This is an optimization exercise on Yosys and OpenROAD, whose aim is small area, a short achievable clock period and few clock cycles per item, not a production implementation. At most, simulation tests tie the RTL to the original design; equivalence was not proved. Power and IR drop assume default switching activity.

==> flow/design.v <==
package dfs_pkg;
    localparam logic [1:0] REQ_EDGE   = 2'd0;
    localparam logic [1:0] REQ_VERTEX = 2'd1;
    localparam logic [1:0] REQ_SORT   = 2'd2;
    localparam logic [1:0] REQ_NONE   = 2'd3;
    localparam logic [1:0] KIND_VERTEX = 2'd0;
    localparam logic [1:0] KIND_BACK   = 2'd1;
    localparam logic [1:0] KIND_FULL   = 2'd2;
    localparam logic [1:0] KIND_ABORT  = 2'd3;
endpackage
module dfs_topological_sort_unit #(
    parameter int MAX_VERTICES = 16,
    parameter int MAX_EDGES = 32,
    parameter int KEY_BITS = 16
) (
    input  logic                i_clk,
    input  logic                i_rst_n,
    input  logic                start,
    output logic                busy,
    input  logic [1:0]          i_req_type,
    input  logic [KEY_BITS-1:0] i_from_key,
    input  logic [KEY_BITS-1:0] i_to_key,
    input  logic                i_cfg_valid,
    output logic                o_cfg_ready,
    input  logic                i_cfg_data,
    output logic                o_valid,
    output logic [1:0]          o_kind,
    output logic [15:0]         o_first_key,
    output logic [15:0]         o_second_key,
    output logic                o_last
);
    localparam int NV = 16;
    function automatic [31:0] first32(input [31:0] x);
        reg [31:0] p;
        begin
            p = x;
            p = p | (p << 1);
            p = p | (p << 2);
            p = p | (p << 4);
            p = p | (p << 8);
            p = p | (p << 16);
            first32 = x & ~(p << 1);
        end
    endfunction
    localparam int NE = 32;
    logic r_mode;
    assign o_cfg_ready = 1'b1;
    always_ff @(posedge i_clk) begin
        if (!i_rst_n) r_mode <= 1'b0;
        else if (i_cfg_valid) r_mode <= i_cfg_data;
    end
    logic        q_v;
    logic        q_s;       
    logic [1:0]  q_type;
    logic [15:0] q_from, q_to;
    always_ff @(posedge i_clk) begin
        q_v    <= i_rst_n && (busy || start);
        q_s    <= i_rst_n && (busy || (start && i_req_type == dfs_pkg::REQ_SORT));
        if (!busy) q_type <= i_req_type;
        q_from <= i_from_key;
        q_to   <= i_to_key;
    end
    logic [15:0] r_keys [NV];
    logic [4:0]  r_vcnt;
    logic [5:0]  r_ecnt;
    logic [3:0]  r_esrc [NE];
    logic [3:0]  r_edst [NE];
    logic [NV-1:0] vmask;
    logic [NV-1:0] a_m, b_m;
    logic          a_hit, b_hit, same;
    logic [3:0]    a_idx, b_idx;
    always_comb begin
        a_idx = '0; b_idx = '0;
        for (int i = 0; i < NV; i++) begin
            vmask[i] = 5'(i) < r_vcnt;
            a_m[i] = vmask[i] && r_keys[i] == q_from;
            b_m[i] = vmask[i] && r_keys[i] == q_to;
            if (a_m[i]) a_idx = a_idx | 4'(i);
            if (b_m[i]) b_idx = b_idx | 4'(i);
        end
        a_hit = |a_m;
        b_hit = |b_m;
    end
    assign same = q_from == q_to;
    logic       ld_edge, ld_vtx, q_sort;
    logic       add_a, add_b, e_full, v_full, e_ok, v_ok;
    assign ld_edge = q_v && q_type == dfs_pkg::REQ_EDGE;
    assign ld_vtx  = q_v && q_type == dfs_pkg::REQ_VERTEX;
    assign q_sort  = q_v && q_type == dfs_pkg::REQ_SORT;
    assign add_a   = !a_hit;
    assign add_b   = !b_hit && !same;
    assign e_full  = r_ecnt[5] || (r_vcnt[4] && (add_a || add_b))
                     || (r_vcnt == 5'd15 && add_a && add_b);
    assign v_full  = r_vcnt[4];
    assign e_ok    = ld_edge && !e_full;
    assign v_ok    = ld_vtx && !a_hit && !v_full;
    logic [3:0] w_src, w_dst, slot_b;
    logic [4:0] vcnt1, vcnt2;
    assign vcnt1 = r_vcnt + 5'd1;
    assign vcnt2 = r_vcnt + 5'd2;
    assign slot_b = add_a ? vcnt1[3:0] : r_vcnt[3:0];
    assign w_src = a_hit ? a_idx : r_vcnt[3:0];
    assign w_dst = b_hit ? b_idx : (same ? w_src : slot_b);
    logic [15:0] w_keys [NV];
    logic [3:0]  w_esrc [NE];
    logic [3:0]  w_edst [NE];
    logic        sort_go;
    logic [6:0]  r_pend;    
    logic        r_fullev;  
    logic          r_walk, r_emit;
    logic [3:0]    r_cur, r_sp;
    logic [4:0]    r_fcnt;
    logic [3:0]    r_arr [NV];
    logic [NV-1:0] r_vis;
    logic [NE-1:0] r_used;
    logic       x_v, x_last;
    logic [1:0] x_kind;
    logic [3:0]  x_i2;
    logic [15:0] x_k1;    
    logic          walk_act;
    logic [NE-1:0] eq_src, eq_dst, m, pick;
    logic          any, isback;
    logic [3:0]    w;
    always_comb begin
        w = '0;
        isback = 1'b0;
        for (int e = 0; e < NE; e++) begin
            eq_src[e] = w_esrc[e] == r_cur;
            eq_dst[e] = w_edst[e] == r_cur;
            m[e] = eq_src[e] && !r_used[e];
        end
        pick = first32(m);
        any = |m;
        for (int e = 0; e < NE; e++) begin
            if (pick[e]) w = w | w_edst[e];
        end
        isback = r_vis[w] || w == r_cur;
    end
    assign walk_act = r_walk;
    logic r_free;
    assign sort_go = q_s && r_free;
    logic [NV-1:0] white, rpick;
    logic          has_root;
    logic [3:0]    root;
    always_comb begin
        white = ~r_vis & ~(16'd1 << r_cur);
        rpick = 16'(first32(32'(white)));
        has_root = |white;
        root = '0;
        for (int i = 0; i < NV; i++) if (rpick[i]) root = root | 4'(i);
    end
    logic          stk_empty;
    logic [3:0]    parent;
    assign stk_empty = r_sp == 4'd15;
    assign parent = r_arr[r_sp + 4'd1];
    logic [3:0] fin_top;
    assign fin_top = r_arr[4'(r_fcnt - 5'd1)];
    logic r_busy;
    assign busy = r_busy;
    always_ff @(posedge i_clk) begin
        if (sort_go) begin
            for (int i = 0; i < NV; i++) w_keys[i] <= r_keys[i];
            for (int e = 0; e < NE; e++) begin
                w_esrc[e] <= r_esrc[e];
                w_edst[e] <= r_edst[e];
            end
        end
        if (ld_edge && !r_ecnt[5]) begin
            r_esrc[r_ecnt[4:0]] <= w_src;
            r_edst[r_ecnt[4:0]] <= w_dst;
        end
        for (int i = 0; i < NV; i++) begin
            if ((ld_edge || ld_vtx) && 5'(i) == r_vcnt)
                r_keys[i] <= (ld_vtx || !a_hit) ? q_from : q_to;
            else if (ld_edge && 5'(i) == vcnt1)
                r_keys[i] <= q_to;
        end
    end
    logic sort_end;
    always_comb begin
        sort_end = 1'b0;
        if (walk_act) begin
            if (any) begin
                if (isback && r_mode) sort_end = 1'b1;
            end else if (stk_empty && !has_root && r_fcnt == '0) begin
                sort_end = 1'b1;
            end
        end
        if (r_emit && r_fcnt == 5'd1) sort_end = 1'b1;
    end
    logic       final_pop, drain, n_walk, n_emit, n_fullev, n_last_emit;
    logic [6:0] n_pend;
    logic       n_free;
    assign n_free = ((!n_walk && !n_emit) || n_last_emit) && n_pend == '0 && !n_fullev;
    assign final_pop = walk_act && !any && stk_empty && !has_root;
    assign drain = !r_walk && !r_emit && r_pend != '0;
    always_comb begin
        n_walk = r_walk;
        n_emit = r_emit;
        if (final_pop) begin
            n_walk = 1'b0;
            n_emit = 1'b1;
        end
        if (sort_end) begin
            n_walk = 1'b0;
            n_emit = 1'b0;
        end
        if (sort_go) n_walk = r_vcnt != '0;
        n_last_emit = (r_emit && r_fcnt == 5'd2) || (final_pop && r_fcnt == 5'd1);
        n_fullev = (ld_edge && e_full) || (ld_vtx && !a_hit && v_full);
        n_pend = r_pend + 7'(r_fullev) - 7'(drain);
    end
    always_ff @(posedge i_clk) begin
        if (!i_rst_n) begin
            r_free <= 1'b1;
            r_busy <= 1'b0;
        end else begin
            r_free <= n_free;
            r_busy <= (busy || (start && i_req_type == dfs_pkg::REQ_SORT)) && !n_free;
        end
    end
    always_ff @(posedge i_clk) begin
        if (!i_rst_n) begin
            r_vcnt <= '0; r_ecnt <= '0;
            r_walk <= 1'b0; r_emit <= 1'b0;
            r_cur <= '0; r_sp <= 4'd15; r_fcnt <= '0;
            x_v <= 1'b0; r_pend <= '0; r_fullev <= 1'b0;
        end else begin
            x_v <= 1'b0;
            if (e_ok) begin
                r_vcnt <= (add_a && add_b) ? vcnt2 : (add_a || add_b) ? vcnt1 : r_vcnt;
                r_ecnt <= r_ecnt + 6'd1;
            end
            if (v_ok) r_vcnt <= vcnt1;
            if (sort_go) begin
                r_vcnt <= '0; r_ecnt <= '0;
                r_vis <= ~vmask | 16'd1;
                for (int e = 0; e < NE; e++) r_used[e] <= 6'(e) >= r_ecnt;
            end
            if (!r_walk && !r_emit && r_pend != '0) begin
                x_v <= 1'b1; x_kind <= dfs_pkg::KIND_FULL; x_last <= 1'b1;
            end
            r_fullev <= n_fullev;
            r_pend <= n_pend;
            if (walk_act) begin
                r_walk <= 1'b1;
                r_vis[r_cur] <= 1'b1;
                r_arr[r_sp] <= r_cur;
                r_arr[r_fcnt[3:0]] <= r_cur;
                if (any) begin
                    r_used <= r_used | pick;
                    if (isback) begin
                        x_v <= 1'b1; x_i2 <= w;
                        x_kind <= r_mode ? dfs_pkg::KIND_ABORT : dfs_pkg::KIND_BACK;
                        x_last <= r_mode;
                    end else begin
                        r_sp <= r_sp - 4'd1;
                        r_cur <= w;
                    end
                end else begin
                    r_used <= r_used | eq_dst;
                    if (!stk_empty) begin
                        r_fcnt <= r_fcnt + 5'd1;
                        r_cur <= parent;
                        r_sp <= r_sp + 4'd1;
                    end else if (has_root) begin
                        r_fcnt <= r_fcnt + 5'd1;
                        r_cur <= root;
                    end else begin
                        x_v <= 1'b1;
                        x_kind <= dfs_pkg::KIND_VERTEX;
                        x_last <= r_fcnt == '0;
                        r_walk <= 1'b0;
                        r_emit <= 1'b1;
                    end
                end
            end
            if (r_emit) begin
                x_v <= 1'b1;
                x_kind <= dfs_pkg::KIND_VERTEX;
                x_last <= r_fcnt == 5'd1;
                r_fcnt <= r_fcnt - 5'd1;
            end
            if (sort_end) begin
                r_walk <= 1'b0; r_emit <= 1'b0;
                r_cur <= '0; r_sp <= 4'd15; r_fcnt <= '0;
            end
            if (sort_go) r_walk <= r_vcnt != '0;
        end
    end
    always_ff @(posedge i_clk)
        x_k1 <= drain ? 16'h0 : w_keys[r_emit ? fin_top : r_cur];
    always_ff @(posedge i_clk) begin
        if (!i_rst_n) begin
            o_valid <= 1'b0;
        end else begin
            o_valid <= x_v;
        end
        o_kind <= x_kind;
        o_last <= x_last;
        o_first_key <= x_k1;
        o_second_key <= x_kind[0] ? w_keys[x_i2] : 16'h0;
    end
endmodule
Settings: LEC_CHECK=0, ABC_CLOCK_PERIOD_IN_PS=4000, CAP_MARGIN=20, CORE_MARGIN=2, CORE_UTILIZATION=45, CTS_BUF_LIST=sky130_fd_sc_hd__clkbuf_4 sky130_fd_sc_hd__clkbuf_8, SLEW_MARGIN=20; clock period 10.0 ns.
standard.sh (not shown) runs the stock make flow with config.mk's settings and CLKGATE_MAP_FILE= SYNTH_SCRIPT=/design/flow/synth_recipe.tcl, a recipe that flattens the netlist after the stock synthesis.
==> flow/flow/run.sh <==
#!/bin/bash
set -uo pipefail
export SETUP_SLACK_MARGIN=6
bash standard.sh > standard.log 2>&1
Then changed:
--- a/flow/design.v
+++ b/flow/design.v
@@ -113,5 +113,5 @@
     logic [3:0]    r_arr [NV];
     logic [NV-1:0] r_vis;
-    logic [NE-1:0] r_used;
+    logic [NE-1:0] r_used, r_dgray;
     logic       x_v, x_last;
     logic [1:0] x_kind;
@@ -134,6 +134,6 @@
         for (int e = 0; e < NE; e++) begin
             if (pick[e]) w = w | w_edst[e];
+            if (pick[e] && (r_dgray[e] || eq_dst[e])) isback = 1'b1;
         end
-        isback = r_vis[w] || w == r_cur;
     end
     assign walk_act = r_walk;
@@ -237,4 +237,5 @@
                 r_vis <= ~vmask | 16'd1;
                 for (int e = 0; e < NE; e++) r_used[e] <= 6'(e) >= r_ecnt;
+                r_dgray <= '0;
             end
             if (!r_walk && !r_emit && r_pend != '0) begin
@@ -248,4 +249,5 @@
                 r_arr[r_sp] <= r_cur;
                 r_arr[r_fcnt[3:0]] <= r_cur;
+                r_dgray <= r_dgray | eq_dst;
                 if (any) begin
                     r_used <= r_used | pick;
=> Register-to-register slack improved by 0.79 ns. Via count came out higher by 0.61%. Cell area came out higher by 2.4%. Total power goes up by about 2.4%. Wire length went up by about 2.5%. Setup slack improved by 0.79 ns. Final cell count went up by about 2.8%. Count of clock-buffer cells in the layout increases by 16. Core utilization came out lower by 0.30 points.
Testbench counts after the change, summed over its fixed seeds: cycles 4,900, sorts 160.
For the first run of this note, only the layout was checked, not whether the RTL still works.

## re-timing with driven ports
How much do the figures lean on ideal ports? The routed layouts below were timed once more, with nothing changed but the port constraints. Step 1, drivers: a clkbuf_16 drives i_clk and a buf_2 each remaining input, both assumed. Step 2 times the ports against the registers' clock, not the clock port: input delays grow and output delays shrink by t, the midpoint of the rising clock arrivals with the driver on. a / b / c = no drivers / after step 1 / after step 2; a / b = the first two.
run | t (ns) | setup slack, ns | hold WS [ns] | worst register clock-pin slew, ns | worst slew at a driven data input, ns
the first run | 1.030 | 5.193 / 5.193 / 5.193 | 0.325 / 0.325 / 0.325 | 0.07 / 0.07 | 0.05
the second run | 1.054 | 5.986 / 5.986 / 5.657 | 0.327 / 0.327 / 0.327 | 0.07 / 0.07 | 0.04
After both steps setup and hold are still met in every run listed. For the second run, which loses most, drivers alone change the setup slack by 0.000 ns; drivers and shift together by -0.329 ns.
